Context: an optimization exercise on an open-source flow, tuned for small area. The choices shown serve that exercise and are no tape-out recipe. The RTL was checked by simulation tests, not by an equivalence proof against the original design. Power and IR drop assume default switching activity. No driver is modelled on the clock port, so clocking that relies on it looks cheaper here than on a real chip.

== the baseline ==
// rtfCmdRx
module rtfCmdRx
(
   input  logic       PHY_RXCLK,
   input  logic       rst,
   input  logic [7:0] PHY_RXD,
   input  logic       PHY_RXCTL_RXDV,
   input  logic       PHY_RXER,
   input  logic       replyCredit,
   output logic       replyValid,
   output logic [ADDR_W-1:0]    replyAddr,
   output logic [DATA_W-1:0]    replyData
);
Size: ~5,400 flip-flops, about 110 I/O pins, ~130,000 um^2 of cells after synthesis.
==> flow/config.mk <==
export PLATFORM = sky130hd
export DESIGN_NAME = rtfCmdRx
export DESIGN_NICKNAME = rtfCmdRx
export VERILOG_FILES = /design/flow/design.v
export SDC_FILE = /design/flow/constraint.sdc
export NUM_CORES = 4
export LEC_CHECK = 0
export ABC_AREA = 1
export CAP_MARGIN = 20
export CORE_MARGIN = 2
export CORE_UTILIZATION = 45
export CTS_BUF_LIST = sky130_fd_sc_hd__clkbuf_8
export CTS_CLUSTER_SIZE = 30
export PLACE_DENSITY = 0.6
export SLEW_MARGIN = 20
==> flow/constraint.sdc <==
create_clock -name core_clock -period 8.0 [get_ports {PHY_RXCLK}]
set_input_delay 1.6000 -clock core_clock [delete_from_list [all_inputs] [get_ports {PHY_RXCLK}]]
set_output_delay 1.6000 -clock core_clock [all_outputs]
set_load 0.01 [all_outputs]
run.sh (not shown) runs the stock make flow with config.mk's settings and CLKGATE_MAP_FILE= SYNTH_SCRIPT=/design/flow/synth_recipe.tcl, a recipe that flattens the netlist after the stock synthesis.
Relative to the baseline, the following input files were edited for the candidate:
--- a/flow/config.mk
+++ b/flow/config.mk
@@ -6,9 +6,8 @@
 export NUM_CORES = 4
 export LEC_CHECK = 0
-export ABC_AREA = 1
 export CAP_MARGIN = 20
 export CORE_MARGIN = 2
 export CORE_UTILIZATION = 45
-export CTS_BUF_LIST = sky130_fd_sc_hd__clkbuf_8
+export CTS_CLUSTER_DIAMETER = 80
 export CTS_CLUSTER_SIZE = 30
 export PLACE_DENSITY = 0.6
[summary]
Per the final summary, the candidate finished and its layout is clean on timing, DRC and antenna.
Startpoint of the most critical setup path = p[0]: the candidate; startpoint of the most critical setup path = p[1]: the baseline
The candidate against the baseline: reported net switching power decreased 2.4 mW, overall power of the completed layout decreased 16%.
Between the baseline and the candidate, worst setup slack increased.
The run showing the greater multi-input combinational cell count is the baseline.


== run 1 ==
rtfCmdRx, a different RTL version from the one above (not shown whole).
Size in the first run: roughly 110 I/O pins, about 120,000 sq um of cells after synthesis.
Settings: LEC_CHECK=0, CAP_MARGIN=20, CORE_MARGIN=2, CORE_UTILIZATION=70, CTS_CLUSTER_DIAMETER=80, CTS_CLUSTER_SIZE=30, PLACE_DENSITY=0.8, SLEW_MARGIN=20; clock period 8.0 ns.
Run 1 ran to completion and came out clean on the timing, design-rule and antenna checks.
Inputs modified between run 1 and run 2:
Settings: PLACE_DENSITY changed from 0.8 to 0.6; CORE_UTILIZATION changed from 70 to 45.
Notes after the runs:
Going from run 1 to run 2, wire length decreased about 13%, part of the total power dissipated in the clock network increased 0.3 points. The synthesized cell count on run 1 is in line with that on run 2. Delta(power in combinational cells, run 2 - run 1) > 0. Between run 2 and run 1, it is run 2 whose met1 routing resource usage after global routing is lower, by 13 points. Utilization run 1 -> run 2: down. Diff run 1 -> run 2 | worst setup skew after layout | increase of 0.040 ns.
> inputs changed (run 2 -> run 3)
Settings: CORE_UTILIZATION now 70, was 45; PLACE_DENSITY now 0.8, was 0.6.
==> flow/flow/run.sh (new file) <==
#!/bin/bash
# The standard layout (standard.sh) with two changes made through the
# ORFS variables its scripts read:
#  - the input and output port buffers are buf_1, the smallest buffer,
#    instead of the cell the resizer picks;
#  - clock tree synthesis clusters up to 30 flip-flops within 80 um per
#    leaf buffer and inserts no dummy loads.
# Everything else (synthesis, floorplan, power grid, tap cells, placement,
# routing) is the standard flow. The make output goes to standard_flow.log;
# each ORFS step keeps its own log under orfs/logs.
set -euo pipefail
export BUFFER_PORTS_ARGS="-inputs -outputs -buffer_cell sky130_fd_sc_hd__buf_1"
export CTS_ARGS="-sink_clustering_enable -repair_clock_nets -dont_use_dummy_load -sink_clustering_size 30 -sink_clustering_max_diameter 80"
bash standard.sh > standard_flow.log 2>&1
==> flow/standard.sh (new file) <==
#!/bin/bash
# synth_recipe.tcl (not shown) runs the flow's synth.tcl, then flattens the netlist and writes it again
# the make line also repeats each setting of config.mk as NAME=value (left out here)
make -C /OpenROAD-flow-scripts/flow DESIGN_CONFIG=/design/flow/config.mk WORK_HOME=/design/flow/orfs CLKGATE_MAP_FILE= SYNTH_SCRIPT=/design/flow/synth_recipe.tcl "${@:-finish}"
removed: flow/run.sh
Notes after the runs:
Compared run 2 against run 3; clock-pin slew on the worst setup and hold paths within noise.
On run 3: first-pass GRT wire length is 15% higher than what run 2 gave.
Of run 3 and run 2, the higher area growth from synthesis to layout belongs to run 2.
Taking run 3 over run 2, the y dimension of the die ratio works out to 0.803.
Summary — critical path arrival, run 3 relative to run 2: higher, by 0.26 ns.
Compared with run 2, run 3 shows switching power of the nets that has gone down slightly.
The following lists how run 4 was set up differently from run 3:
Settings: a change of SLEW_MARGIN from 20 to 10; a change of CORE_UTILIZATION from 70 to 75; a change of PLACE_DENSITY from 0.8 to 0.85; a change of CAP_MARGIN from 20 to 10.
==> comparison <==
Run 4: it failed during clock tree synthesis, and the tool reported DPL-0033.
Changes observed in run 4 relative to run 3: post-synth design cell area comparable; number of gates resized after cts comparable; final weighted congestion in routability-driven placement comparable; number of instances in the synthesized netlist comparable; worst setup timing slack at the placement stage comparable.
> inputs changed (run 4 -> run 5)
Settings: PLACE_DENSITY now 0.8, was 0.85; SLEW_MARGIN now 5, was 10; CAP_MARGIN now 5, was 10; CORE_UTILIZATION now 70, was 75.
--- outcome ---
From run 5 to run 4, net count of the mapped netlist did not move at all. Run 5 completed; timing, DRC and antenna clean. Initial core utilization (lower): run 5. Placed cell count in run 5 is 148 higher than in run 4. Between run 5 and run 4, number of CTS-inserted buffers is lower for run 4, run 5 comes in above that. Between run 4 and run 5, row count increased. In run 5 the die outline height turned out about 3.5% higher than in run 4.

static timing again, ports no longer ideal:
How much do the figures lean on ideal ports? The routed layouts below were timed once more, with nothing changed but the port constraints.
Step 1: set_driving_cell puts a clkbuf_16 on PHY_RXCLK and a buf_2 on each other input, an assumption about the parent block.
Step 2 times the ports against the registers' clock, not the clock port: input delays grow and output delays shrink by t, the midpoint of the rising clock arrivals with the driver on.
a / b / c = no drivers / after step 1 / after step 2; a / b = the first two.
run | t, ns | setup WS [ns] | worst hold slack (ns) | cell pins on the clock port's net
the baseline | 1.105 | 1.813 / 1.813 / 1.813 | 0.286 / 0.286 / 0.286 | 1
the candidate | 0.955 | 2.090 / 2.090 / 2.090 | 0.274 / 0.274 / 0.274 | 1
run 1 | 0.940 | 2.183 / 2.183 / 2.183 | 0.312 / 0.312 / 0.312 | 1
run 2 | 0.962 | 2.275 / 2.275 / 2.275 | 0.283 / 0.283 / 0.283 | 1
run 3 | 0.909 | 1.896 / 1.896 / 1.896 | 0.241 / 0.241 / 0.241 | 1
run 5 | 0.909 | 1.896 / 1.896 / 1.896 | 0.241 / 0.241 / 0.241 | 1
After both steps setup and hold are still met in every run listed.
